Source: an optimization exercise on an open RTL-to-GDS flow (aim: small area, a short achievable clock period and few clock cycles per item). Production flows keep margins and buffers that such runs may drop.
Only simulation tests tie the RTL to the original design; equivalence was not proved.

==> flow/design.v (outline; a module is shown in full before it is edited, if it fits) <==
// module rms_sound_level_meter: 1585 lines
module rms_sound_level_meter #(
   parameter int MAX_BLOCK = 1024
) (
   input  logic                 clock,
   input  logic                 reset,
   input  logic                 req_valid,
   output logic                 req_stall,
   input  logic signed [31:0]   audio_word,
   input  logic                 block_end,
   output logic                 rsp_valid,
   input  logic                 rsp_stall,
   output logic signed [15:0]   level_db,
   output logic                 report_out,
   output logic                 silent,
   input  logic                 csr_we,
   input  logic [1:0]           csr_index,
   input  logic [14:0]          csr_wdata
);
  // ...
==> flow/flow/run.sh <==
#!/bin/bash
# The standard layout (standard.sh: ORFS synthesis with the standard flow's script,
# then floorplan to finish) with these changes to how it is optimized:
#  - Yosys's synth skips its early ABC pass (SYNTH_ARGS=-noabc), so the
#    full adders written in the RTL are extracted as they are, without
#    inverters between them; registers are the same as in the standard
#    synthesis;
#  - ORFS's repair_timing keeps a larger setup margin (flow/margin.txt), so
#    it sizes and buffers the critical paths;
#  - the port buffers are a plain buffer cell instead of the delay cell the
#    resizer picks by default.
# All output goes to make_finish.log here; ORFS's own logs are in orfs/logs.
set -euo pipefail
MARGIN=$(cat flow/margin.txt)
bash standard.sh SYNTH_ARGS=-noabc SETUP_SLACK_MARGIN=$MARGIN \
  "BUFFER_PORTS_ARGS=-buffer_cell sky130_fd_sc_hd__buf_4" finish > make_finish.log 2>&1
==> flow/flow/margin.txt <==
9.15
==> flow/standard.sh <==
#!/bin/bash
# synth_recipe.tcl (not shown) runs the flow's synth.tcl, then flattens the netlist and writes it again
# the make line also repeats each setting of config.mk as NAME=value (left out here)
make -C /OpenROAD-flow-scripts/flow DESIGN_CONFIG=/design/flow/config.mk WORK_HOME=/design/flow/orfs CLKGATE_MAP_FILE= SYNTH_SCRIPT=/design/flow/synth_recipe.tcl "${@:-finish}"
==> flow/config.mk <==
export PLATFORM = sky130hd
export DESIGN_NAME = rms_sound_level_meter
export DESIGN_NICKNAME = rms_sound_level_meter
export VERILOG_FILES = /design/flow/design.v
export SDC_FILE = /design/flow/constraint.sdc
export NUM_CORES = 4
export LEC_CHECK = 0
export CAP_MARGIN = 20
export CORE_MARGIN = 2
export CORE_UTILIZATION = 40
export CTS_CLUSTER_SIZE = 30
export SLEW_MARGIN = 20
==> flow/constraint.sdc <==
create_clock -name core_clock -period 13.0 [get_ports {clock}]
set_input_delay 2.6000 -clock core_clock [delete_from_list [all_inputs] [get_ports {clock}]]
set_output_delay 2.6000 -clock core_clock [all_outputs]
set_load 0.01 [all_outputs]
==> flow_summary.yaml, run 1 <==
logic_synthesis:
  synthXorXnorAreaFrac: 0.0324
  synthTopCellsByCount: "and2_1, fa_1, dfxtp_1, nor2_1, ha_1"
  synth_fp_nets: 5446
  yosys.area_share.adder: 0.373
  synth_ff_type: "dfxtp_1"
  yosysSeqAreaShare: 0.233
  synth_cell_types: 91
global_route:
  grt.total_usage: 0.203
  grt_use_met3: 0.0352
  grt_antenna_before_repair: 1
finish:
  final_common_cell: "and2_1"
  regMostFlops: "acc_q"
  n_antenna_cell: 0
  largestRegisters: "acc_q x57, t1_q x46, u1_q x45"
  clk_share: 0.0409
  dominant_cells: "multi-input gates"
drt:
  wl_met3_um: 6630
  drcViolationCount: 0
  drt-wirelength-per-cell_um: 19.5
  route.met2.wl_um: 53800
  wirelength_met1_um: 54500
worst_setup_path:
  ff2ff_setup_slack_ns: 9.14
  worstSetupEndpoint: "level_db[8]"
  crit_family: "flip-flops"
  r2r-end: "acc_q[48]"
  r2r_cells: 15
  crit_path_start: "level_q[8]"
clock_network:
  cts_buffers: 58
  htree_num_levels: 2
  clk_latency_ns: 0.68
sta:
  finalHoldViolations: 0
  fin_crit_sh: 0.301
  rsz0062_at_grt: "yes"
outcome:
  status: "no timing/DRC/antenna violations"
floorplanning:
  initial_core_util: 0.402
  n_tap_cell: 1500
place:
  hpwl_um: 81300
flow_run:
  maxCapViolCount: 0
min_path:
  worst_hold_path.endpoint: "e_t_q"
  hold_path.class: "flop to flop"
Testbench counts, summed over its fixed seeds: cycles 19,485, samples 19,106.
==> inputs of run 2 (changes only) <==
==> flow/flow/margin.txt (replaced) <==
8.85
==> run 2 against run 1 <==
Compared with the run above: critical path depth grew 8; cell area shrank 3.6%; hold slack lost 0.0091 ns; sequential share of layout area grew 0.68 points; critical endpoint is now mr_q[10].
==> flow_summary.yaml, run 2 <==
logic_synthesis:
  mappedNetlistArea_um2: 45100
  ys_ff_latch: 475
  synthCells: 4445
  yosys.area.top_type: "fa_1"
  synthTopCellsByArea: "fa_1, dfxtp_1, and2_1"
  yosysSeqAreaShare: 0.233
  ys_async_sr_fraction: 0
  netlist.area_leader.share: 0.295
  synth_most_common_cell: "and2_1"
  yosysWarnings: 1
  synth_ff_type: "dfxtp_1"
  syn_avg_cell_area_um2: 10.1
  synth_fp_nets: 5446
  synthTopCellsByCount: "and2_1, fa_1, dfxtp_1, nor2_1, ha_1"
  synth_cell_types: 91
  synth-edff-count: 99
place:
  place_congestion: 0.884
  dp.cells: 5816
  place_area_um2: 47000
  hpwl_um: 81700
  numPortBuffers: 66
  dp_slack_ns: 8.16
finish:
  syn2layout_area_growth_pct: 10.4
  drive_above_1_share: 0.0860
  final_cell_mix: "and2_1, fa_1, dfxtp_1, nor2_1, ha_1"
  n_antenna_cell: 0
  instances_no_fill: 5944
  final_core_util: 0.444
  num-nets-final: 5399
  largest_reg_flops: 57
  final_area_um2: 49800
  regArea_um2: 10500
  multiInputGateArea_um2: 33500
  final_common_cell: "and2_1"
  largestRegisters: "acc_q x57, t1_q x46, u1_q x45"
  regMostFlops: "acc_q"
  fillers: 10700
worst_setup_path:
  worstSetupEndpoint: "mr_q[10]"
  r2r_start: "acc_q[5]"
  critPathLaunchType: "flop"
  r2r-end: "mr_q[10]"
  crit_path_start: "acc_q[5]"
  critPathCaptureType: "flop"
  ff2ff_setup_slack_ns: 8.91
  r2r_cells: 9
  worstPathArrival_ns: 4.47
  required_ns: 13.38
  crit_fanout: 30
  slowest_stage: "a221oi_1"
  crit_chain: "or4_1, o311ai_1, a41o_1, a41oi_2, nand2b_1, buf_4, and2_1, a221oi_1, o221ai_1"
  max_stage_delay_ns: 0.79
  worst-setup-path-type: "flop to flop"
sta:
  setup_slack_ns: 8.91
  min_period_ns: 4.09
  rsz0062_at_grt: "yes"
  setup_tns_ns: 0
  relSlewSlack: 0.263
  slew_viol_final: 0
  tightest_slew_ns: 1.10
  clock.fmax_mhz: 245
  fin_crit_sh: 0.314
  setup_viol: 0
  hold_ws_ns: 0.439
  skew_ns: 0.0637
  finalHoldViolations: 0
drt:
  route.met2.wl_um: 53500
  wirelength_met1_um: 51300
  vias: 31900
  drcViolationCount: 0
  drtIter0Drc: 1834
  vias_per_cell: 5.37
  drt_pass1_iterations: 6
  wl_um: 115000
  drt-wirelength-per-cell_um: 19.3
  final_antenna_net_count: 0
  top_layer_used: "met4"
  wl_met3_um: 6840
clock_network:
  cts_buffers: 58
  cts_root_buffer: "clkbuf_16"
  cts_tree: "built"
  clk_pin_slew_worst_paths_ns: 0.06
  clk_latency_ns: 0.67
  cts_buffer_depth: 3
  clock_sinks: 475
  htree_num_levels: 2
global_route:
  grt-ovfl-total: 0
  grt_pass1_vias: 33700
  grt_first_pass_wirelength_um: 186000
  grt.total_usage: 0.201
  grt_max_degree: 77
  grt_antenna_before_repair: 2
floorplanning:
  die_y_um: 340
  ios: 75
  die_w_um: 340
  rows: 123
  dieArea_um2: 115000
  core_area_um2: 112000
  initial_core_util: 0.402
flow_run:
  maxCapViolCount: 0
outcome:
  status: "no timing/DRC/antenna violations"
min_path:
  hold_path.class: "flop to flop"
run 2: cell type report:
type                       instances  area share
sequential                       475       0.211
clock inverter                    34     0.00955
timing repair buffer             147      0.0246
tap                             1500      0.0377
multi-input combinational       3562       0.673
clock buffer                      72      0.0320
inverter                         154      0.0116
run 2: routing by layer:
| metal | track usage | vias up |
|---|---|---|
| met5 | 0 | - |
| met4 | 0.0569 | 0 |
| met3 | 0.0366 | 171 |
| met2 | 0.330 | 802 |
| met1 | 0.273 | 16100 |
| li1 | - | 14800 |
run 2: logic make-up (layout without fill, tap and decap cells):
family	count (synthesis)	in the layout	synth area share
multiplexers	143	143	0.0333
AND/OR/NAND/NOR	1614	1615	0.193
XOR/XNOR	167	167	0.0324
flip-flops	475	475	0.233
adder cells (fa/ha/maj)	946	946	0.373
buffers and inverters	409	407	0.0344
AO/OA/AOI/OAI	691	691	0.101
run 2: repair_timing:
item | 4_1_cts | 5_1_grt
cloned | 2 | 1
pin swaps | 10 | 20
setup endpoints to repair | 45 | 40
hold buffers | 0 | 0
buffers inserted | 10 | 9
resized for setup | 26 | 71
run 2: worst min path at each step:
stage                       from      end  slack (ns)  cells past startpoint
final                      e_s_q    e_t_q        0.44                      2
after global routing       e_s_q    e_t_q        0.48                      2
after detailed placement   e_s_q    e_t_q        0.43                      2
after floorplan           x_q[0]  t1_q[0]        0.37                      0
after CTS                  e_s_q    e_t_q        0.44                      2
after global placement     e_s_q    e_t_q        0.44                      2
run 2: critical path, delay by kind of cell, from the launching register on:
family / cells / cell delay [ns]
simple gates: 3 / 1.26
buf+inv: 1 / 0.29
compound gates: 5 / 1.81
flops: 1 / 0.40
==> inputs of run 3 (changes only) <==
==> flow/flow/margin.txt (replaced) <==
9.0
==> run 3 against run 2 <==
Compared with the run above: still clean; final cell count up 0.87%; critical path depth down 8; hold slack better by 0.015 ns; critical path type is now flop to output pin; critical endpoint is now level_db[5]; largest cell class unchanged.
==> flow_summary.yaml, run 3 <==
finish:
  regMostFlops: "acc_q"
  num-nets-final: 5447
  final_core_util: 0.450
  syn2layout_area_growth_pct: 11.9
  final_common_cell: "and2_1"
  drive_above_1_share: 0.0997
  fillers: 10500
  largest_reg_flops: 57
  largestRegisters: "acc_q x57, t1_q x46, u1_q x45"
  final_cell_mix: "and2_1, fa_1, dfxtp_1, nor2_1, ha_1"
place:
  hpwl_um: 80900
  dp_slack_ns: 8.21
  place_congestion: 0.902
  numPortBuffers: 66
floorplanning:
  dieArea_um2: 115000
  initial_core_util: 0.402
  core_area_um2: 112000
  ios: 75
  rows: 123
  die_w_um: 340
  die_y_um: 340
logic_synthesis:
  netlist.area_leader.share: 0.295
  synth_cell_types: 91
  synth_ff_type: "dfxtp_1"
  ys_ff_latch: 475
  synth_fp_nets: 5446
  synth-edff-count: 99
  yosysWarnings: 1
  syn_avg_cell_area_um2: 10.1
  synth_most_common_cell: "and2_1"
  synthTopCellsByCount: "and2_1, fa_1, dfxtp_1, nor2_1, ha_1"
  synthCells: 4445
  mappedNetlistArea_um2: 45100
  yosysSeqAreaShare: 0.233
  synthTopCellsByArea: "fa_1, dfxtp_1, and2_1"
  yosys.area.top_type: "fa_1"
  ys_async_sr_fraction: 0
sta:
  fin_crit_sh: 0.307
  min_period_ns: 3.99
  slew_viol_final: 0
  rsz0062_at_grt: "yes"
  setup_viol: 0
  finalHoldViolations: 0
  setup_tns_ns: 0
  setup_slack_ns: 9.01
  relSlewSlack: 0.305
  skew_ns: 0.0505
  tightest_slew_ns: 1.04
  clock.fmax_mhz: 251
global_route:
  grt_pass1_vias: 33800
  grt_antenna_before_repair: 1
  grt-ovfl-total: 0
  grt_first_pass_wirelength_um: 187000
  grt_max_degree: 75
  grt.total_usage: 0.202
clock_network:
  clock_sinks: 475
  cts_buffer_depth: 3
  cts_root_buffer: "clkbuf_16"
  htree_num_levels: 2
  cts_tree: "built"
  clk_latency_ns: 0.69
  cts_buffers: 59
  clk_pin_slew_worst_paths_ns: 0.06
outcome:
  status: "no timing/DRC/antenna violations"
worst_setup_path:
  critPathLaunchType: "flop"
  critPathBufInv: 1
  ff2ff_setup_slack_ns: 9.09
  max_stage_delay_ns: 0.52
  required_ns: 10.40
  crit_fanout: 2
  critPathCaptureType: "output pin"
  worst-setup-path-type: "flop to output pin"
  crit_family: "flip-flops"
  slowest_stage: "edfxtp_1"
  worstPathArrival_ns: 1.39
  crit_chain: "buf_6"
drt:
  drt_pass1_iterations: 5
  wl_um: 116000
  drcViolationCount: 0
  final_antenna_net_count: 0
  vias: 32100
  vias_per_cell: 5.36
  drtIter0Drc: 2173
  drt-wirelength-per-cell_um: 19.3
min_path:
  hold_path.class: "flop to flop"
flow_run:
  maxCapViolCount: 0
## run 3: cell count changes in the layout (fill, tap and decap cells not counted), moves of 6 or more
cell,delta
ha_1,-10
buf_6,+12
nor2b_1,-8
buf_4,+25
o21ai_0,-6
clkbuf_1,+14
## run 3: logic make-up after synthesis
logic type               Yosys count  synth area share
AND/OR/NAND/NOR                 1614             0.193
adder cells (fa/ha/maj)          946             0.373
AO/OA/AOI/OAI                    691             0.101
flip-flops                       475             0.233
buffers and inverters            409            0.0344
XOR/XNOR                         167            0.0324
multiplexers                     143            0.0333
## run 3: routing by layer
layer  global-route usage  wire, um  vias to the layer above
met5                    0        11                        -
met4               0.0567      3290                        2
met3               0.0323      6570                      184
met2                0.331     53700                      798
met1                0.277     52000                    16200
li1                     -         -                    14900
## run 3: worst reg2reg max path, cell delays in order (launching register included)
cell	delay, ns
dfxtp_4	0.42
buf_12	0.14
buf_8	0.15
nor2b_4	0.06
fa_1	0.48
ha_4	0.27
and3_1	0.19
and2_4	0.17
a221o_1	0.40
o311a_4	0.44
o21ai_4	0.19
o31ai_4	0.09
o41a_1	0.41
buf_4	0.17
nand4_1	0.09
xnor2_1	0.12
## run 3: final cells by class
cell class                 instances  area, um2  share of cell area
inverter                         154        581              0.0115
sequential                       475      10500               0.208
timing repair buffer             194       1760              0.0349
multi-input combinational       3562      33700               0.668
tap                             1500       1880              0.0372
clock inverter                    27        399             0.00791
clock buffer                      83       1630              0.0322
antenna                            1       2.50           0.0000496
## run 3: final timing paths
path / start / to / cells past startpoint
setup / recovery: level_q[5] / level_db[5] / 1
hold reg to reg: e_s_q / e_t_q / 2
setup reg to reg: zero_q / acc_q[56] / 15
hold / removal: e_s_q / e_t_q / 2
## run 3: metrics by stage
step           instance area (um2)  instances  hold slack, ns
2_1_floorplan                45200       4445           0.373
3_3_place_gp                 47100       5817           0.455
3_5_place_dp                 47100       5817           0.456
4_1_cts                      49800       5966           0.467
5_1_grt                      50500       5995           0.508
6_report                     50500       5996           0.454
## run 3: repair_timing
item	in CTS	in global routing
endpoints found under the setup margin	96	83
setup buffers	36	26
pin swaps	21	39
resized for setup	72	93
cloned	3	3
hold buffers	0	0
==> inputs of run 4 (changes only) <==
--- a/flow/config.mk
+++ b/flow/config.mk
@@ -8,5 +8,6 @@
 export CAP_MARGIN = 20
 export CORE_MARGIN = 2
 export CORE_UTILIZATION = 40
-export CTS_CLUSTER_SIZE = 30
+export CTS_CLUSTER_DIAMETER = 100
+export CTS_CLUSTER_SIZE = 25
 export SLEW_MARGIN = 20
==> run 4 against run 3 <==
Compared with the run above: clock skew rose by 0.013 ns; worst setup slack got worse by 0.019 ns; hold slack improved by 0.0014 ns; sequential cell count stayed put; first-iteration DRC count increased by 6.5%; highest routed layer unchanged; fmax down 0.48%.
==> flow_summary.yaml, run 4 <==
outcome:
  status: "no timing/DRC/antenna violations"
worst_setup_path:
  r2r-end: "u2_q[15]"
  cp_num_cells: 1
  critPathCaptureType: "output pin"
  crit_chain: "buf_6"
  required_ns: 10.40
  worstPathArrival_ns: 1.41
  max_stage_delay_ns: 0.54
  r2r_cells: 8
  slowest_stage: "edfxtp_1"
  crit_path_start: "level_q[5]"
  worst-setup-path-type: "flop to output pin"
  critPathBufInv: 1
  r2r_start: "mr_q[3]"
  crit_family: "flip-flops"
  ff2ff_setup_slack_ns: 9.09
  critPathLaunchType: "flop"
  crit_fanout: 2
  worstSetupEndpoint: "level_db[5]"
floorplanning:
  die_y_um: 340
  die_w_um: 340
  dieArea_um2: 115000
  core_area_um2: 112000
  initial_core_util: 0.402
  ios: 75
  rows: 123
logic_synthesis:
  synthTopCellsByArea: "fa_1, dfxtp_1, and2_1"
  netlist.area_leader.share: 0.295
  synth-edff-count: 99
  yosysWarnings: 1
  mappedNetlistArea_um2: 45100
  yosys.area.top_type: "fa_1"
  yosysSeqAreaShare: 0.233
  ys_ff_latch: 475
  synth_fp_nets: 5446
  syn_avg_cell_area_um2: 10.1
  synth_ff_type: "dfxtp_1"
  synth_most_common_cell: "and2_1"
  synthTopCellsByCount: "and2_1, fa_1, dfxtp_1, nor2_1, ha_1"
  synth_cell_types: 91
  ys_async_sr_fraction: 0
  synthCells: 4445
sta:
  setup_viol: 0
  finalHoldViolations: 0
  setup_tns_ns: 0
  rsz0062_at_grt: "yes"
  fin_crit_sh: 0.308
  clock.fmax_mhz: 250
  tightest_slew_ns: 1.09
  skew_ns: 0.0637
  min_period_ns: 4.01
  relSlewSlack: 0.275
  slew_viol_final: 0
  hold_ws_ns: 0.456
min_path:
  hold_path.class: "flop to flop"
global_route:
  grt_pass1_vias: 33400
  grt_first_pass_wirelength_um: 185000
  grt_max_degree: 75
  grt-ovfl-total: 0
  grt.total_usage: 0.198
  grt_antenna_before_repair: 1
clock_network:
  clk_latency_ns: 0.69
  cts_tree: "built"
  cts_buffer_depth: 3
  htree_num_levels: 1
  cts_root_buffer: "clkbuf_16"
  clock_sinks: 475
  cts_buffers: 29
  clk_pin_slew_worst_paths_ns: 0.11
  holdBufCountCts: 0
place:
  hpwl_um: 80900
  numPortBuffers: 66
  place_congestion: 0.902
  place_area_um2: 47100
drt:
  drt_pass1_iterations: 6
  vias: 31900
  drtIter0Drc: 2315
  drt-wirelength-per-cell_um: 19.2
  final_antenna_net_count: 0
  vias_per_cell: 5.36
  drcViolationCount: 0
  wl_um: 114000
finish:
  num-nets-final: 5422
  largestRegisters: "acc_q x57, t1_q x46, u1_q x45"
  final_cell_mix: "and2_1, fa_1, dfxtp_1, nor2_1, ha_1"
  syn2layout_area_growth_pct: 9.72
  final_area_um2: 49500
  drive_above_1_share: 0.0921
  fillers: 10600
  regMostFlops: "acc_q"
  final_common_cell: "and2_1"
  largest_reg_flops: 57
flow_run:
  maxCapViolCount: 0
-- run 4: how the worst min path moves through the flow --
stage	start	end	depth (start not counted)
2_1_floorplan	x_q[0]	t1_q[0]	0
3_3_place_gp	e_s_q	e_t_q	2
3_5_place_dp	e_s_q	e_t_q	2
4_1_cts	e_s_q	e_t_q	2
5_1_grt	e_s_q	e_t_q	2
6_report	e_s_q	e_t_q	2
-- run 4: stage by stage --
stage	util	setup WS (ns)	cells
after CTS	0.435	8.92	5912
after detailed placement	0.419	8.21	5817
after global placement	0.419	8.22	5817
after floorplan	-	8.89	4445
final	0.441	8.99	5944
after global routing	0.441	8.96	5943
-- run 4: final cells by class --
cell class	count	area, um2	area share
multi-input combinational	3562	33700	0.681
sequential	475	10500	0.212
tap	1500	1880	0.0379
timing repair buffer	199	1800	0.0364
clock buffer	37	766	0.0155
inverter	154	581	0.0117
clock inverter	16	229	0.00463
antenna	1	2.50	0.0000506
-- run 4: tightest hold or removal path, stage by stage (launching register included) --
cell     delay [ns]
dfxtp_1        0.32
inv_1          0.07
nor2_1         0.04
-- run 4: per-layer routing --
metal / part of all wire / wire length, um / track usage / vias up
met1: 0.46 / 52200 / 0.276 / 16100
li1: - / - / - / 14800
met2: 0.47 / 53300 / 0.327 / 781
met4: 0.026 / 2990 / 0.0497 / 2
met3: 0.050 / 5750 / 0.0251 / 149
met5: 0.00011 / 13 / 0 / -
-- run 4: logic make-up (layout without fill, tap and decap cells) --
logic type,count (synthesis),in the layout,share of synthesized area
XOR/XNOR,167,167,0.0324
adder cells (fa/ha/maj),946,946,0.373
flip-flops,475,475,0.233
multiplexers,143,143,0.0333
AO/OA/AOI/OAI,691,691,0.101
AND/OR/NAND/NOR,1614,1615,0.193
other,0,1,0
buffers and inverters,409,406,0.0344
-- run 4: what timing repair did --
action	4_1_cts	5_1_grt
setup endpoints to repair	95	81
cloned	2	3
resized for setup	81	95
buffers inserted	40	28
pin swaps	24	40

[what the ideal ports hide]
No port has a modelled driver above. Below, the same layouts with a new extraction and two added sets of constraints. Step 1 assumes that a clkbuf_16 drives the clock port and a buf_2 every other input. Step 2, shift: input delay + t, output delay - t, t = (earliest + latest rising clock arrival at the registers) / 2. This alone moves slack from input paths to output paths. a / b / c = ideal ports / drivers / drivers and shift; a / b = the first two.
run	shift t [ns]	slack for setup (ns)	worst hold slack (ns)	worst setup path after step 2	latest minus earliest clock arrival (ns)
run 1	0.709	9.093 / 9.032 / 8.622	0.448 / 0.448 / 0.448	input to register	0.079 / 0.079
run 2	0.706	8.914 / 8.852 / 8.606	0.439 / 0.439 / 0.439	input to register	0.065 / 0.065
run 3	0.730	9.012 / 8.951 / 8.886	0.454 / 0.454 / 0.454	input to register	0.056 / 0.056
run 4	0.710	8.992 / 8.933 / 8.911	0.456 / 0.456 / 0.456	input to register	0.078 / 0.078
After both steps setup and hold are still met in every run listed. For run 1, which loses most, drivers alone change the setup slack by -0.061 ns; drivers and shift together by -0.471 ns.
